Source: an optimization exercise on an open RTL-to-GDS flow (aim: small area, a short achievable clock period and few clock cycles per item). Production flows keep margins and buffers that such runs may drop.
At most, simulation tests tie the RTL to the original design; equivalence was not proved.
Only the layout flow was run in run 1; the RTL was not checked for function there.
No activity file was given, so power comes from the tool's default toggle rates.

$ cat flow/design.v
package mbf_pkg;
  localparam int WINDOW_MAX_DEF = 16;
  localparam int SAMPLE_W       = 32;
  localparam int LEN_REG_W      = 5;
  localparam int WEIGHT_W       = 17;
  localparam int FRAC_W         = 16;
  localparam int CFG_ADDR_W     = 3;
  localparam int CFG_DATA_W     = 32;
  localparam int NBOOTH         = 9;    
  localparam logic [LEN_REG_W-1:0] LEN_RESET    = LEN_REG_W'(5);
  localparam logic [WEIGHT_W-1:0]  WEIGHT_RESET = WEIGHT_W'(32768);
  localparam logic [WEIGHT_W-1:0]  ONE_Q16      = WEIGHT_W'(65536);
endpackage
module mbf_cfg (
  input  logic                                clk,
  input  logic                                rst_n,
  input  logic                                psel,
  input  logic                                penable,
  input  logic                                pwrite,
  input  logic [mbf_pkg::CFG_ADDR_W-1:0]      paddr,
  input  logic [mbf_pkg::CFG_DATA_W-1:0]      pwdata,
  output logic [mbf_pkg::CFG_DATA_W-1:0]      prdata,
  output logic                                pready,
  output logic [4:0]                          n_eff,      
  output logic [14:0]                         old_msk,    
  output logic [3:0]                          k_lo,       
  output logic [3:0]                          k_lo_m1,    
  output logic [3:0]                          k_hi,
  output logic [3:0]                          k_hi_m1,
  output logic [mbf_pkg::NBOOTH-1:0]          bneg,       
  output logic [mbf_pkg::NBOOTH-1:0]          bone,
  output logic [mbf_pkg::NBOOTH-1:0]          btwo
);
  logic [mbf_pkg::LEN_REG_W-1:0] len_r;
  logic [mbf_pkg::WEIGHT_W-1:0]  weight_r;
  logic [mbf_pkg::CFG_DATA_W-1:0] prdata_r;
  logic                          wr_en;
  assign pready = 1'b1;
  assign wr_en  = psel && penable && pwrite;
  always_ff @(posedge clk) begin
    if (!rst_n) begin
      len_r    <= mbf_pkg::LEN_RESET;
      weight_r <= mbf_pkg::WEIGHT_RESET;
    end else if (wr_en) begin
      if (paddr[2]) weight_r <= pwdata[mbf_pkg::WEIGHT_W-1:0];
      else          len_r    <= pwdata[mbf_pkg::LEN_REG_W-1:0];
    end
  end
  always_ff @(posedge clk) begin
    prdata_r <= paddr[2] ? mbf_pkg::CFG_DATA_W'(weight_r) : mbf_pkg::CFG_DATA_W'(len_r);
  end
  assign prdata = prdata_r;
  function automatic logic [4:0] clamp_len(logic [4:0] l);
    if (l == 5'd0)       clamp_len = 5'd1;
    else if (l > 5'd16)  clamp_len = 5'd16;
    else                 clamp_len = l;
  endfunction
  logic [4:0]  len_src, n_d;
  logic [16:0] w_src, w_sat;
  logic [18:0] w_ext;
  logic [3:0]  klo_d, khi_d;
  logic [14:0] msk_d;
  logic [mbf_pkg::NBOOTH-1:0] bneg_d, bone_d, btwo_d;
  always_comb begin
    len_src = rst_n ? len_r : mbf_pkg::LEN_RESET;
    w_src   = rst_n ? weight_r : mbf_pkg::WEIGHT_RESET;
    n_d     = clamp_len(len_src);
    klo_d   = 4'((n_d - 5'd1) >> 1);
    khi_d   = 4'(n_d >> 1);
    for (int j = 0; j < 15; j++) msk_d[j] = (5'(j) < (n_d - 5'd1));
    w_sat = (w_src > mbf_pkg::ONE_Q16) ? mbf_pkg::ONE_Q16 : w_src;
    w_ext = {1'b0, w_sat, 1'b0};
    for (int i = 0; i < mbf_pkg::NBOOTH; i++) begin
      bneg_d[i] = w_ext[2*i+2] && !(w_ext[2*i+1] && w_ext[2*i]);
      bone_d[i] = w_ext[2*i+1] ^ w_ext[2*i];
      btwo_d[i] = (w_ext[2*i+2] && !w_ext[2*i+1] && !w_ext[2*i]) ||
                  (!w_ext[2*i+2] && w_ext[2*i+1] && w_ext[2*i]);
    end
  end
  logic [4:0]  n_r;
  logic [14:0] msk_r;
  logic [3:0]  klo_r, klo_m1_r, khi_r, khi_m1_r;
  logic [mbf_pkg::NBOOTH-1:0] bneg_r, bone_r, btwo_r;
  always_ff @(posedge clk) begin
    n_r      <= n_d;
    msk_r    <= msk_d;
    klo_r    <= klo_d;
    klo_m1_r <= (klo_d == 4'd0) ? 4'd15 : klo_d - 4'd1;
    khi_r    <= khi_d;
    khi_m1_r <= (khi_d == 4'd0) ? 4'd15 : khi_d - 4'd1;
    bneg_r   <= bneg_d;
    bone_r   <= bone_d;
    btwo_r   <= btwo_d;
  end
  assign n_eff   = n_r;
  assign old_msk = msk_r;
  assign k_lo    = klo_r;
  assign k_lo_m1 = klo_m1_r;
  assign k_hi    = khi_r;
  assign k_hi_m1 = khi_m1_r;
  assign bneg    = bneg_r;
  assign bone    = bone_r;
  assign btwo    = btwo_r;
endmodule
module mbf_window (
  input  logic                           clk,
  input  logic                           ins,         
  input  logic                           adv,         
  input  logic [31:0]                    x,
  input  logic [14:0]                    old_msk,
  input  logic [3:0]                     k_lo,
  input  logic [3:0]                     k_lo_m1,
  input  logic [3:0]                     k_hi,
  input  logic [3:0]                     k_hi_m1,
  output logic [15:0][31:0]              hist,
  output logic [15:0]                    sel_lo,
  output logic [15:0]                    sel_hi
);
  logic [15:0][31:0] hist_r;
  logic [15:0][15:0] prec_r;      
  logic [14:0] c_new;              
  logic [14:0][3:0] q;
  logic [14:0] lo_old, hi_old;
  logic        lo_x, hi_x;
  logic [15:0] sel_lo_r, sel_hi_r;
  always_comb begin
    for (int j = 0; j < 15; j++) begin
      c_new[j] = $signed(hist_r[j]) < $signed(x);
    end
  end
  always_comb begin
    for (int i = 0; i < 15; i++) begin
      logic [3:0] cnt;
      cnt = '0;
      for (int j = 0; j < 15; j++) begin
        if (j > i) cnt = cnt + 4'(old_msk[j] & prec_r[i][j]);
        else if (j < i) cnt = cnt + 4'(old_msk[j] & !prec_r[j][i]);
      end
      q[i] = cnt;
    end
  end
  always_comb begin
    for (int i = 0; i < 15; i++) begin
      lo_old[i] = old_msk[i] && (c_new[i] ? (q[i] == k_lo) : (q[i] == k_lo_m1));
      hi_old[i] = old_msk[i] && (c_new[i] ? (q[i] == k_hi) : (q[i] == k_hi_m1));
    end
    lo_x = ~|lo_old;
    hi_x = ~|hi_old;
  end
  always_ff @(posedge clk) begin
    if (ins) begin
      hist_r[0] <= x;
      for (int i = 1; i < 16; i++) hist_r[i] <= hist_r[i-1];
      for (int j = 1; j < 16; j++) prec_r[0][j] <= c_new[j-1];
      for (int i = 1; i < 16; i++)
        for (int j = i + 1; j < 16; j++)
          prec_r[i][j] <= prec_r[i-1][j-1];
    end
    if (adv) begin
      sel_lo_r <= {lo_old, lo_x};
      sel_hi_r <= {hi_old, hi_x};
    end
  end
  assign hist   = hist_r;
  assign sel_lo = sel_lo_r;
  assign sel_hi = sel_hi_r;
endmodule
module mbf_mac (
  input  logic                           clk,
  input  logic                           adv,
  input  logic [15:0][31:0]              hist,
  input  logic [15:0]                    sel_lo,
  input  logic [15:0]                    sel_hi,
  input  logic [mbf_pkg::NBOOTH-1:0]     bneg,
  input  logic [mbf_pkg::NBOOTH-1:0]     bone,
  input  logic [mbf_pkg::NBOOTH-1:0]     btwo,
  output logic [31:0]                    blend
);
  localparam int PW = 48;
  logic [31:0] lo, hi, s;
  logic [33:0] d2;
  logic [32:0] d_r;
  logic [31:0] s_r;
  always_comb begin
    lo = '0;
    hi = '0;
    for (int i = 0; i < 16; i++) begin
      lo = lo | (hist[i] & {32{sel_lo[i]}});
      hi = hi | (hist[i] & {32{sel_hi[i]}});
    end
    s  = hist[0];
    d2 = 34'($signed(lo)) + 34'($signed(hi)) - {s[31], s, 1'b0};
  end
  always_ff @(posedge clk) begin
    if (adv) begin
      d_r <= d2[33:1];
      s_r <= s;
    end
  end
  function automatic logic [2*PW-1:0] csa(logic [PW-1:0] a, logic [PW-1:0] b, logic [PW-1:0] c);
    logic [PW-1:0] sm, cy;
    sm = a ^ b ^ c;
    cy = (a & b) | (a & c) | (b & c);
    csa = {sm, cy << 1};
  endfunction
  logic [10:0][PW-1:0] row;
  logic [7:0][PW-1:0] l1;
  logic [5:0][PW-1:0] l2;
  logic [3:0][PW-1:0] l3;
  logic [2:0][PW-1:0] l4;
  logic [1:0][PW-1:0] l5;
  logic [16:0]   lo_sum;
  logic [31:0]   a_r, b_r;
  logic          c16_r;
  always_comb begin
    logic [PW-1:0] k;
    logic [PW-1:0] negv;
    k    = '0;
    negv = '0;
    for (int i = 0; i < mbf_pkg::NBOOTH; i++) begin
      logic [33:0] mag, r;
      mag = btwo[i] ? {d_r, 1'b0} : (bone[i] ? {d_r[32], d_r} : 34'd0);
      r   = bneg[i] ? ~mag : mag;
      row[i] = PW'({~r[33], r[32:0]}) << (2 * i);
      negv[2*i] = bneg[i];
      k = k - (PW'(1) << (33 + 2 * i));
    end
    row[9]  = PW'(s_r) << 16;
    row[10] = k | negv;
    {l1[0], l1[1]} = csa(row[0], row[1], row[2]);
    {l1[2], l1[3]} = csa(row[3], row[4], row[5]);
    {l1[4], l1[5]} = csa(row[6], row[7], row[8]);
    l1[6] = row[9];
    l1[7] = row[10];
    {l2[0], l2[1]} = csa(l1[0], l1[1], l1[2]);
    {l2[2], l2[3]} = csa(l1[3], l1[4], l1[5]);
    l2[4] = l1[6];
    l2[5] = l1[7];
    {l3[0], l3[1]} = csa(l2[0], l2[1], l2[2]);
    {l3[2], l3[3]} = csa(l2[3], l2[4], l2[5]);
    {l4[0], l4[1]} = csa(l3[0], l3[1], l3[2]);
    l4[2] = l3[3];
    {l5[0], l5[1]} = csa(l4[0], l4[1], l4[2]);
    lo_sum = {1'b0, l5[0][15:0]} + {1'b0, l5[1][15:0]};
  end
  always_ff @(posedge clk) begin
    if (adv) begin
      a_r   <= l5[0][47:16];
      b_r   <= l5[1][47:16];
      c16_r <= lo_sum[16];
    end
  end
  assign blend = a_r + b_r + 32'(c16_r);
endmodule
module median_blend_filter_unit #(
  parameter int WINDOW_MAX = mbf_pkg::WINDOW_MAX_DEF
) (
  input  logic                              clk,
  input  logic                              rst_n,
  input  logic                              in_valid,
  output logic                              in_ready,
  input  logic [mbf_pkg::SAMPLE_W-1:0]      in_sample,
  output logic                              out_valid,
  input  logic                              out_ready,
  output logic [mbf_pkg::SAMPLE_W-1:0]      out_filtered,
  output logic                              out_valid_res,
  input  logic                              cfg_psel,
  input  logic                              cfg_penable,
  input  logic                              cfg_pwrite,
  input  logic [mbf_pkg::CFG_ADDR_W-1:0]    cfg_paddr,
  input  logic [mbf_pkg::CFG_DATA_W-1:0]    cfg_pwdata,
  output logic [mbf_pkg::CFG_DATA_W-1:0]    cfg_prdata,
  output logic                              cfg_pready
);
  logic [4:0]  n_eff;
  logic [14:0] old_msk;
  logic [3:0]  k_lo, k_lo_m1, k_hi, k_hi_m1;
  logic [mbf_pkg::NBOOTH-1:0] bneg, bone, btwo;
  logic        adv;
  logic [31:0] x_r;
  logic        xv_r;
  logic [4:0]  fill_r;
  logic        cv_r, cfull_r;
  logic        dv_r, dfull_r;
  logic        ev_r, efull_r;
  logic        ov_r, sv_r;
  logic [31:0] o_data_r, s_data_r;
  logic        o_res_r, s_res_r;
  logic [15:0][31:0] hist;
  logic [15:0] sel_lo, sel_hi;
  logic [31:0] blend;
  logic        ins;
  logic [4:0]  fill_inc;
  logic        push, pop;
  logic [31:0] new_data;
  logic        new_res;
  mbf_cfg u_cfg (
    .clk     (clk),
    .rst_n   (rst_n),
    .psel    (cfg_psel),
    .penable (cfg_penable),
    .pwrite  (cfg_pwrite),
    .paddr   (cfg_paddr),
    .pwdata  (cfg_pwdata),
    .prdata  (cfg_prdata),
    .pready  (cfg_pready),
    .n_eff   (n_eff),
    .old_msk (old_msk),
    .k_lo    (k_lo),
    .k_lo_m1 (k_lo_m1),
    .k_hi    (k_hi),
    .k_hi_m1 (k_hi_m1),
    .bneg    (bneg),
    .bone    (bone),
    .btwo    (btwo)
  );
  mbf_window u_window (
    .clk     (clk),
    .ins     (ins),
    .adv     (adv),
    .x       (x_r),
    .old_msk (old_msk),
    .k_lo    (k_lo),
    .k_lo_m1 (k_lo_m1),
    .k_hi    (k_hi),
    .k_hi_m1 (k_hi_m1),
    .hist    (hist),
    .sel_lo  (sel_lo),
    .sel_hi  (sel_hi)
  );
  mbf_mac u_mac (
    .clk    (clk),
    .adv    (adv),
    .hist   (hist),
    .sel_lo (sel_lo),
    .sel_hi (sel_hi),
    .bneg   (bneg),
    .bone   (bone),
    .btwo   (btwo),
    .blend  (blend)
  );
  assign adv      = !sv_r;
  assign in_ready = !sv_r;
  assign ins      = adv && xv_r;
  assign fill_inc = (fill_r == 5'd16) ? fill_r : fill_r + 5'd1;
  always_ff @(posedge clk) begin
    if (adv) x_r <= in_sample;
  end
  always_ff @(posedge clk) begin
    if (!rst_n) begin
      xv_r   <= 1'b0;
      fill_r <= '0;
      cv_r   <= 1'b0;
      dv_r   <= 1'b0;
      ev_r   <= 1'b0;
    end else if (adv) begin
      xv_r <= in_valid;
      if (xv_r) fill_r <= fill_inc;
      cv_r <= xv_r;
      dv_r <= cv_r;
      ev_r <= dv_r;
    end
  end
  always_ff @(posedge clk) begin
    if (adv) begin
      cfull_r <= (fill_inc >= n_eff);
      dfull_r <= cfull_r;
      efull_r <= dfull_r;
    end
  end
  assign push     = adv && ev_r;
  assign pop      = ov_r && out_ready;
  assign new_data = efull_r ? blend : '0;
  assign new_res  = efull_r;
  always_ff @(posedge clk) begin
    if (!rst_n) begin
      ov_r <= 1'b0;
      sv_r <= 1'b0;
    end else begin
      ov_r <= (ov_r && !pop) || push || sv_r;
      sv_r <= (sv_r && !pop) || (ov_r && !pop && push);
    end
  end
  always_ff @(posedge clk) begin
    if (sv_r) begin
      if (pop) begin
        o_data_r <= s_data_r;
        o_res_r  <= s_res_r;
      end
    end else if (push && (!ov_r || pop)) begin
      o_data_r <= new_data;
      o_res_r  <= new_res;
    end
    if (push && ov_r && !pop) begin
      s_data_r <= new_data;
      s_res_r  <= new_res;
    end
  end
  assign out_valid     = ov_r;
  assign out_filtered  = o_data_r;
  assign out_valid_res = o_res_r;
endmodule
$ cat flow/run.sh
#!/bin/bash
# synth_recipe.tcl (not shown) runs the flow's synth.tcl, then flattens the netlist and writes it again
# the make line also repeats each setting of config.mk as NAME=value (left out here)
make -C /OpenROAD-flow-scripts/flow DESIGN_CONFIG=/design/flow/config.mk WORK_HOME=/design/flow/orfs CLKGATE_MAP_FILE= SYNTH_SCRIPT=/design/flow/synth_recipe.tcl finish
$ cat flow/config.mk
export PLATFORM = sky130hd
export DESIGN_NAME = median_blend_filter_unit
export DESIGN_NICKNAME = median_blend_filter_unit
export VERILOG_FILES = /design/flow/design.v
export SDC_FILE = /design/flow/constraint.sdc
export NUM_CORES = 4
export LEC_CHECK = 0
export CAP_MARGIN = 20
export CORE_MARGIN = 2
export CORE_UTILIZATION = 40
export SLEW_MARGIN = 20
$ cat flow/constraint.sdc
create_clock -name core_clock -period 10.0 [get_ports {clk}]
set_input_delay 2.0000 -clock core_clock [delete_from_list [all_inputs] [get_ports {clk}]]
set_output_delay 2.0000 -clock core_clock [all_outputs]
set_load 0.01 [all_outputs]
==> results.sh, run 1 <==
export IMPL_final_instance_count_excl_fill=9404
export IMPL_fin_worst_skew_ns=0.05992
export IMPL_cp_max_fo=12
export IMPL_ys_seq_elements=988
export IMPL_crit_buf_inv=2
export IMPL_seq_area_frac_synth_pct=38.46
export IMPL_fp_dieH_um=435.1
export IMPL_grt_pass1_wl_mm=386.0
export IMPL_grt_busiest_layer="met2"
export IMPL_route_detailed_drc=0
export IMPL_cp_data_arrival_time_ns=8.16
export IMPL_worst_r2r_endpoint="u_mac.d_r[29]$_DFFE_PN_"
export IMPL_cts_buffers=114
export IMPL_rows=158
export IMPL_grt_usage_pct=27.21
export IMPL_final_cell_mix="edfxtp_1 (880), ha_1 (722), inv_1 (584)"
export IMPL_ff_latch_area_um2=28590
export IMPL_yosysTopAreaCellShare_pct=35.55
export IMPL_antenna_found_initial=9
export IMPL_cp_required_ns=10.51
export IMPL_die_area_um2=189300
export IMPL_post_cts_buffers=0
export IMPL_drive_above_1_share_pct=5.997
export IMPL_grt_pass1_vias=57500
export IMPL_critPathTopFamily="compound AO/OA/AOI/OAI gates"
export IMPL_rrSetupSlack_ns=2.35
export IMPL_wire_per_inst_um=27.98
export IMPL_grtUsageMet3_pct=6.975
export IMPL_cts_max_path_buffers=3
export IMPL_drt_pass1_iter_count=8
export IMPL_syn_instance_count=6819
export IMPL_vias=58050
export IMPL_synthFlopType="edfxtp_1"
export IMPL_synth_edf_count=880
export IMPL_post_route_period_util_pct=76.52
export IMPL_hp_class="register to register"
export IMPL_cts_tree="built"
export IMPL_initial_core_util_pct=40.17
export IMPL_met2_usage_pct=42.87
export IMPL_grt_ovfl_total=0
export IMPL_io_buffers=108
export IMPL_synthTopCellsByArea="edfxtp_1 (36%), ha_1 (12%), fa_1 (10%)"
export IMPL_synth_area_um2=74340
export IMPL_hold_viol_final=0
export IMPL_whs_endpoint="dfull_r$_DFFE_PN_"
export IMPL_root_buffer="clkbuf_16"
export IMPL_reg2reg_depth=25
export IMPL_synthToLayoutAreaGrowth_pct=10.41
export IMPL_critPathSlowestCell="edfxtp_1"
export IMPL_routed_wl_mm=263.1
export IMPL_ys_warn_count=4
export IMPL_tightest_slew_ns=1.309
export IMPL_mostFrequentLayoutCell="edfxtp_1"
export IMPL_p_leak_nw=32.63
export IMPL_nNetsFinal=8003
export IMPL_multi_input_area_um2=42100
export IMPL_cts_sinks=988
export IMPL_finalMaxSlewViolations=0
export IMPL_grtUsageMet1_pct=34.68
export IMPL_ant_nets=0
export IMPL_synth_area_leader_cell="edfxtp_1"
export IMPL_min_from="cfull_r$_DFFE_PN_"
export IMPL_setup_viol=0
export IMPL_crit_type="register to register"
export IMPL_startpoint_type="register"
export IMPL_core_area_um2=185000
export IMPL_max_freq_mhz=130.7
export IMPL_clk_pin_slew_ns=0.06
export IMPL_drtIter0Drc=7451
export IMPL_slew_headroom_pct=12.75
export IMPL_synth_async_reset_ratio_pct=0
export IMPL_min_period_ns=7.652
export IMPL_ys_types=108
export IMPL_fin_area_um2=82080
export IMPL_dp_cells=9186
export IMPL_dpl_cell_area_um2=78270
export IMPL_run_status="finished clean"
export IMPL_max_vdd_ir_drop_mv=0.2263
export IMPL_grt_max_degree=156
export IMPL_die_w_um=435.1
export IMPL_cts_resized_gates=0
export IMPL_gp_congestion=0.9862
export IMPL_dp_hpwl_mm=188.0
export IMPL_fillers=17220
export IMPL_slowest_delay_ns=1.05
export IMPL_io_pins=142
export IMPL_hold_slack_ns=0.4277
export IMPL_crit_path_end_kind="register"
export IMPL_cts_hold_repair_buffers=0
export IMPL_via_per_inst=6.173
export IMPL_hold_path_depth=0
export IMPL_rsz0062_at_grt="false"
export IMPL_avgSynthCellArea_um2=10.90
export IMPL_clock_latency_ns=0.79
export IMPL_reg2reg_from="u_window.sel_hi_r[0]$_DFFE_PN_"
export IMPL_maxCapViolCount=0
export IMPL_setup_tns_ns=0
export IMPL_h_tree_depth=3
export IMPL_powerDensity_nw_per_um2=266.5
[sequential cells by signal, indices dropped and copies added (netlist names), 3 cells and up]
register,flops
x_r,32
u_cfg.khi_m1_r,4
u_cfg.klo_m1_r,4
fill_r,5
s_data_r,32
u_mac.s_r,32
u_cfg.bneg_r,8
u_window.sel_hi_r,16
u_cfg.weight_r,17
u_mac.a_r,32
u_cfg.bone_r,9
u_mac.b_r,32
u_cfg.len_r,5
u_cfg.msk_r,15
u_window.prec_r,105
o_data_r,32
u_window.hist_r,512
u_cfg.btwo_r,9
u_cfg.klo_r,4
u_cfg.prdata_r,17
u_window.sel_lo_r,16
u_cfg.khi_r,3
u_mac.d_r,33
[cell families (layout without fill, tap and decap cells)]
kind of cell	after synthesis	in the layout	synth area share, %
AOI/OAI and AO/OA	1706	1706	16.76
xor gates and xnor gates	490	490	5.773
adders and majority gates	1107	1107	22.52
buffers and inverters	975	1062	5.041
DFF	988	988	38.46
muxes	89	89	1.288
other	2	20	0.01010
and+or+nand+nor	1462	1462	10.15
[synthesized netlist by cell type (10+ instances only)]
| library cell | count |
|---|---|
| buf_4 | 17 |
| mux2i_1 | 59 |
| fa_1 | 385 |
| xnor2_1 | 351 |
| or4_1 | 10 |
| a221oi_1 | 261 |
| buf_1 | 40 |
| a21oi_1 | 255 |
| o21ai_1 | 27 |
| a2111oi_0 | 14 |
| a211o_1 | 12 |
| nor3_1 | 84 |
| and4_1 | 17 |
| and3_1 | 44 |
| nand4_1 | 145 |
| nor3b_1 | 12 |
| and2_1 | 131 |
| a31oi_1 | 20 |
| a22oi_1 | 209 |
| o2111ai_1 | 11 |
| nand3_1 | 83 |
| nand2_1 | 448 |
| a22o_1 | 264 |
| ha_1 | 722 |
| o21a_1 | 38 |
| xor2_1 | 139 |
| nor2b_1 | 156 |
| dfxtp_1 | 108 |
| nand2b_1 | 69 |
| o221ai_1 | 11 |
| or3_1 | 24 |
| clkbuf_1 | 323 |
| o21bai_1 | 16 |
| nor4_1 | 19 |
| inv_1 | 584 |
| o31ai_1 | 17 |
| o21ai_0 | 221 |
| mux2_2 | 26 |
| edfxtp_1 | 880 |
| a21boi_0 | 21 |
| a21o_1 | 121 |
| nor2_1 | 177 |
| o211ai_1 | 32 |
| a211oi_1 | 60 |
[through the flow]
stage	utilization, %	power, mW	worst slack [ns]
6_report	44.36	21.87	2.348
3_3_place_gp	42.30	17.20	2.560
2_1_floorplan	-	14.17	0.4488
5_1_grt	44.35	23.46	2.207
3_5_place_dp	42.30	17.47	2.573
4_1_cts	44.35	21.80	2.522
[worst max path at each step]
stage                                         from                       to  slack, ns  depth (start not counted)
detailed placement  u_window.sel_hi_r[0]$_DFFE_PN_  u_mac.d_r[29]$_DFFE_PN_       2.57                         25
finish              u_window.sel_hi_r[0]$_DFFE_PN_  u_mac.d_r[29]$_DFFE_PN_       2.35                         25
CTS                 u_window.sel_hi_r[0]$_DFFE_PN_  u_mac.d_r[29]$_DFFE_PN_       2.52                         25
global route        u_window.sel_hi_r[0]$_DFFE_PN_  u_mac.d_r[29]$_DFFE_PN_       2.21                         25
floorplan                          sv_r$_SDFF_PN0_   fill_r[3]$_SDFFE_PN0P_       0.45                          6
global placement    u_window.sel_hi_r[0]$_DFFE_PN_  u_mac.d_r[29]$_DFFE_PN_       2.56                         25
[layout make-up]
cell class              count  share of cell area (%)
multi-input cells        4870                   51.29
well taps                2480                   3.781
repair buffers            258                   2.744
diodes                      4                 0.01220
inverters                 590                   2.707
clock buffers             139                   3.707
flip-flops and latches    988                   34.84
clock inverters            75                  0.9147
[per-layer routing]
metal / wire (µm) / part of all wire [%]
met1: 101700 / 39
met3: 28840 / 11
met4: 15650 / 5.9
met5: 34 / 0.013
met2: 116800 / 44
[where the power goes]
| group | switching, mW | internal [mW] |
|---|---|---|
| Clock | 1.83 | 2.46 |
| Combinational | 6.80 | 4.69 |
| Sequential | 0.654 | 5.43 |
==> inputs of run 2 (changes only) <==
--- a/flow/design.v
+++ b/flow/design.v
@@ -33,7 +33,6 @@
 );
   logic [mbf_pkg::LEN_REG_W-1:0] len_r;
   logic [mbf_pkg::WEIGHT_W-1:0]  weight_r;
-  logic [mbf_pkg::CFG_DATA_W-1:0] prdata_r;
   logic                          wr_en;
   assign pready = 1'b1;
   assign wr_en  = psel && penable && pwrite;
@@ -46,10 +45,7 @@
       else          len_r    <= pwdata[mbf_pkg::LEN_REG_W-1:0];
     end
   end
-  always_ff @(posedge clk) begin
-    prdata_r <= paddr[2] ? mbf_pkg::CFG_DATA_W'(weight_r) : mbf_pkg::CFG_DATA_W'(len_r);
-  end
-  assign prdata = prdata_r;
+  assign prdata = paddr[2] ? mbf_pkg::CFG_DATA_W'(weight_r) : mbf_pkg::CFG_DATA_W'(len_r);
   function automatic logic [4:0] clamp_len(logic [4:0] l);
     if (l == 5'd0)       clamp_len = 5'd1;
     else if (l > 5'd16)  clamp_len = 5'd16;
@@ -62,8 +58,8 @@
   logic [14:0] msk_d;
   logic [mbf_pkg::NBOOTH-1:0] bneg_d, bone_d, btwo_d;
   always_comb begin
-    len_src = rst_n ? len_r : mbf_pkg::LEN_RESET;
-    w_src   = rst_n ? weight_r : mbf_pkg::WEIGHT_RESET;
+    len_src = len_r;
+    w_src   = weight_r;
     n_d     = clamp_len(len_src);
     klo_d   = 4'((n_d - 5'd1) >> 1);
     khi_d   = 4'(n_d >> 1);
@@ -82,6 +78,17 @@
   logic [3:0]  klo_r, klo_m1_r, khi_r, khi_m1_r;
   logic [mbf_pkg::NBOOTH-1:0] bneg_r, bone_r, btwo_r;
   always_ff @(posedge clk) begin
+    if (!rst_n) begin
+      n_r      <= 5'd5;
+      msk_r    <= 15'b000_0000_0000_1111;
+      klo_r    <= 4'd2;
+      klo_m1_r <= 4'd1;
+      khi_r    <= 4'd2;
+      khi_m1_r <= 4'd1;
+      bneg_r   <= mbf_pkg::NBOOTH'(1 << 7);
+      bone_r   <= mbf_pkg::NBOOTH'(1 << 8);
+      btwo_r   <= mbf_pkg::NBOOTH'(1 << 7);
+    end else begin
     n_r      <= n_d;
     msk_r    <= msk_d;
     klo_r    <= klo_d;
@@ -91,6 +98,7 @@
     bneg_r   <= bneg_d;
     bone_r   <= bone_d;
     btwo_r   <= btwo_d;
+    end
   end
   assign n_eff   = n_r;
   assign old_msk = msk_r;
@@ -125,7 +133,7 @@
   logic [15:0] sel_lo_r, sel_hi_r;
   always_comb begin
     for (int j = 0; j < 15; j++) begin
-      c_new[j] = $signed(hist_r[j]) < $signed(x);
+      c_new[j] = {~hist_r[j][31], hist_r[j][30:0]} < {~x[31], x[30:0]};
     end
   end
   always_comb begin
@@ -189,7 +197,7 @@
       hi = hi | (hist[i] & {32{sel_hi[i]}});
     end
     s  = hist[0];
-    d2 = 34'($signed(lo)) + 34'($signed(hi)) - {s[31], s, 1'b0};
+    d2 = {{2{lo[31]}}, lo} + {{2{hi[31]}}, hi} - {s[31], s, 1'b0};
   end
   always_ff @(posedge clk) begin
     if (adv) begin
==> run 2 against run 1 <==
Effect of this change:
- hold slack lost 0.018 ns
- power shrank 1.4%
- clock skew grew 0.011 ns
- global-route usage grew 0.30 points
- sequential share of layout area grew 0.43 points
- clock-buffer cell count shrank 8
- via count shrank 3.1%
- area after synthesis shrank 2.4%
- critical path depth shrank 1
- design area shrank 2.4%
- synthesized cell count shrank 4.2%
- wire length shrank 1.2%
==> results.sh, run 2 <==
export IMPL_run_status="finished clean"
export IMPL_cts_tree="built"
export IMPL_mostFrequentLayoutCell="edfxtp_1"
export IMPL_min_period_ns=7.828
export IMPL_synth_area_leader_cell="edfxtp_1"
export IMPL_routed_wl_mm=260.0
export IMPL_synth_area_um2=72550
export IMPL_post_route_period_util_pct=78.28
export IMPL_grt_usage_pct=27.51
export IMPL_rsz0062_at_grt="false"
export IMPL_fin_worst_skew_ns=0.07048
export IMPL_drtIter0Drc=6959
export IMPL_via_per_inst=6.240
export IMPL_syn_instance_count=6536
export IMPL_max_freq_mhz=127.7
export IMPL_cts_buffers=114
export IMPL_synthToLayoutAreaGrowth_pct=10.40
export IMPL_drt_pass1_iter_count=7
export IMPL_largest_reg_flops=512
export IMPL_biggestRegsByFlops="u_window.hist_r: 512 flops, u_window.prec_r: 105 flops, u_mac.d_r: 33 flops"
export IMPL_cts_resized_gates=0
export IMPL_synthTopCellsByArea="edfxtp_1 (36%), ha_1 (12%), fa_1 (11%)"
export IMPL_ys_seq_elements=971
export IMPL_hold_viol_final=0
export IMPL_antenna_found_initial=11
export IMPL_io_pins=142
export IMPL_whs_endpoint="efull_r$_DFFE_PN_"
export IMPL_top_register="u_window.hist_r"
export IMPL_drive_above_1_share_pct=5.782
export IMPL_gp_congestion=0.9791
export IMPL_ant_nets=0
export IMPL_ys_top_cells_by_count="edfxtp_1 (880), ha_1 (720), inv_1 (593), fa_1 (385), xnor2_1 (350)"
export IMPL_finalMaxSlewViolations=0
export IMPL_final_instance_count_excl_fill=9015
export IMPL_synth_most_common_cell="edfxtp_1"
export IMPL_synth_async_reset_ratio_pct=0
export IMPL_min_from="dfull_r$_DFFE_PN_"
export IMPL_slew_headroom_pct=13.99
export IMPL_post_cts_buffers=0
export IMPL_nNetsFinal=7720
export IMPL_worst_r2r_endpoint="u_mac.d_r[31]$_DFFE_PN_"
export IMPL_reg2reg_depth=24
export IMPL_grt_pass1_vias=55650
export IMPL_clock_latency_ns=0.80
export IMPL_p_leak_nw=32.25
export IMPL_grt_ovfl_total=0
export IMPL_die_area_um2=184800
export IMPL_wire_per_inst_um=28.84
export IMPL_ys_types=85
export IMPL_hp_class="register to register"
export IMPL_powerDensity_nw_per_um2=269.3
export IMPL_ff_latch_area_um2=28250
export IMPL_io_buffers=108
export IMPL_core_area_um2=180500
export IMPL_root_buffer="clkbuf_16"
export IMPL_cp_required_ns=10.54
export IMPL_cts_sinks=971
export IMPL_reg2reg_from="u_window.sel_lo_r[14]$_DFFE_PN_"
export IMPL_tightest_slew_ns=1.273
export IMPL_grt_max_degree=165
export IMPL_rows=156
export IMPL_setup_viol=0
export IMPL_fp_dieH_um=429.9
export IMPL_startpoint_type="register"
export IMPL_maxCapViolCount=0
export IMPL_final_cell_mix="edfxtp_1 (880), ha_1 (720), inv_1 (591)"
export IMPL_setup_tns_ns=0
export IMPL_clk_pin_slew_ns=0.06
export IMPL_initial_core_util_pct=40.18
export IMPL_power_total_mw=21.57
export IMPL_die_w_um=429.9
export IMPL_cts_hold_repair_buffers=0
export IMPL_seq_area_frac_synth_pct=38.93
export IMPL_crit_chain="buf_4 > a22o_1 > a221oi_1 > nand4_1 > ha_1 > nand2_1 > o21bai_1 > a21boi_0 > o21ai_0 > a21oi_1 > o41ai_1 > nand2_1 > a21boi_0 > xnor2_1 > ha_1 > and4_1 > a221o_1 > a21o_1 > a221o_1 > a311o_1 > o41ai_1 > o21bai_1 > a21oi_1 > xnor2_1"
export IMPL_crit_path_end_kind="register"
export IMPL_crit_buf_inv=1
export IMPL_slowest_delay_ns=0.78
export IMPL_h_tree_depth=3
export IMPL_synthFlopType="edfxtp_1"
export IMPL_vias=56250
export IMPL_yosysTopAreaCellShare_pct=36.42
export IMPL_cts_max_path_buffers=3
export IMPL_ys_warn_count=4
export IMPL_critPathTopFamily="compound AO/OA/AOI/OAI gates"
export IMPL_dp_cells=8795
export IMPL_grt_pass1_wl_mm=377.0
export IMPL_fillers=16590
export IMPL_dp_hpwl_mm=182.6
export IMPL_crit_type="register to register"
export IMPL_cp_data_arrival_time_ns=8.37
export IMPL_multi_input_area_um2=40760
export IMPL_max_vdd_ir_drop_mv=0.2575
export IMPL_critPathSlowestCell="o41ai_1"
export IMPL_avgSynthCellArea_um2=11.10
export IMPL_fin_util_pct=44.36
export IMPL_rrSetupSlack_ns=2.17
export IMPL_hold_path_depth=0
export IMPL_route_detailed_drc=0
export IMPL_synth_edf_count=880
export IMPL_cp_max_fo=25
==> run 2: cell count changes after synthesis, moves of 23 or more <==
| cell | previous run | this run |
|---|---|---|
| clkbuf_1 | 323 | 281 |
| a22oi_1 | 209 | 238 |
| and3_1 | 44 | 20 |
| nand3_1 | 83 | 51 |
| nor2_1 | 177 | 239 |
| o21ai_1 | 27 | 4 |
| o21ai_0 | 221 | 174 |
| nand2_1 | 448 | 334 |
| nor2b_1 | 156 | 106 |
| a21o_1 | 121 | 195 |
| nor3_1 | 84 | 46 |
==> run 2: how the worst max path moves through the flow <==
stage / from / end / slack [ns] / cells past startpoint
final: u_window.sel_lo_r[14]$_DFFE_PN_ / u_mac.d_r[31]$_DFFE_PN_ / 2.17 / 24
after global routing: u_window.sel_lo_r[14]$_DFFE_PN_ / u_mac.d_r[31]$_DFFE_PN_ / 1.97 / 24
after CTS: u_window.sel_lo_r[14]$_DFFE_PN_ / u_mac.d_r[31]$_DFFE_PN_ / 2.46 / 24
after detailed placement: u_window.sel_lo_r[14]$_DFFE_PN_ / u_mac.d_r[31]$_DFFE_PN_ / 2.50 / 24
after global placement: u_window.sel_lo_r[14]$_DFFE_PN_ / u_mac.d_r[31]$_DFFE_PN_ / 2.40 / 24
after floorplan: sv_r$_SDFF_PN0_ / u_window.hist_r[0]$_DFFE_PP_ / -0.35 / 5
==> run 2: routing by layer <==
layer | share of wire (%) | global-route usage (%) | wire (µm)
met5 | 0.072 | 0.2342 | 188
met4 | 6.4 | 14.03 | 16530
met3 | 11 | 6.822 | 28130
met2 | 44 | 43.21 | 115100
met1 | 38 | 35.16 | 100000
==> run 2: report_power, final <==
group	switching, mW	internal [mW]	leakage (nW)	total [mW]
Clock	1.86	2.44	1.84	4.30
Sequential	0.562	5.34	9.31	5.91
Combinational	6.83	4.53	21.1	11.4
==> run 2: area by class of cell <==
class	instances	area share (%)
timing repair buffer	229	2.534
tap	2370	3.702
antenna	4	0.01250
clock buffer	131	3.680
clock inverter	85	1.087
multi-input combinational	4625	50.88
sequential	971	35.27
inverter	600	2.826
==> run 2: worst register-to-register path, cell delays in order, from the launching register on <==
cell and delay [ns]:
edfxtp_1 0.65, buf_4 0.47, a22o_1 0.30, a221oi_1 0.28, nand4_1 0.27, ha_1 0.41
nand2_1 0.13, o21bai_1 0.11, a21boi_0 0.16, o21ai_0 0.34, a21oi_1 0.19, o41ai_1 0.78
nand2_1 0.20, a21boi_0 0.40, xnor2_1 0.26, ha_1 0.36, and4_1 0.21, a221o_1 0.34
a21o_1 0.21, a221o_1 0.38, a311o_1 0.31, o41ai_1 0.44, o21bai_1 0.12, a21oi_1 0.20
xnor2_1 0.08
==> run 2: logic make-up after synthesis <==
logic type,synth area share (%)
other cells,0.01035
simple gates,8.759
fa+ha+maj,23.04
buf+inv,5.044
compound gates,16.97
xor+xnor,6.000
mux,1.247
flops,38.93
==> run 2: metrics by stage <==
step / hold WS, ns / cell area [µm²] / setup slack, ns
global route: 0.4009 / 80090 / 1.973
detailed placement: 0.4334 / 76260 / 2.495
CTS: 0.3989 / 80080 / 2.464
global placement: 0.4244 / 76250 / 2.403
finish: 0.4099 / 80100 / 2.172
floorplan: 0.4003 / 72630 / -0.3502
Testbench counts of run 2, summed over its fixed seeds: cycles 5,040, items 4,800.

-- re-timing with driven ports --
How much do the figures lean on ideal ports? The routed layouts below were timed once more, with nothing changed but the port constraints. Step 1 assumes that a clkbuf_16 drives the clock port and a buf_2 every other input. Step 2 times the ports against the registers' clock, not the clock port: input delays grow and output delays shrink by t, the midpoint of the rising clock arrivals with the driver on. Three values: ideal, step 1, step 2; two values: the first two.
run | t (ns) | setup slack, ns | hold slack, ns
run 1 | 0.848 | 2.348 / 2.348 / 2.348 | 0.428 / 0.428 / 0.428
run 2 | 0.842 | 2.172 / 2.172 / 2.172 | 0.410 / 0.410 / 0.410
After both steps every run listed still meets setup and hold.
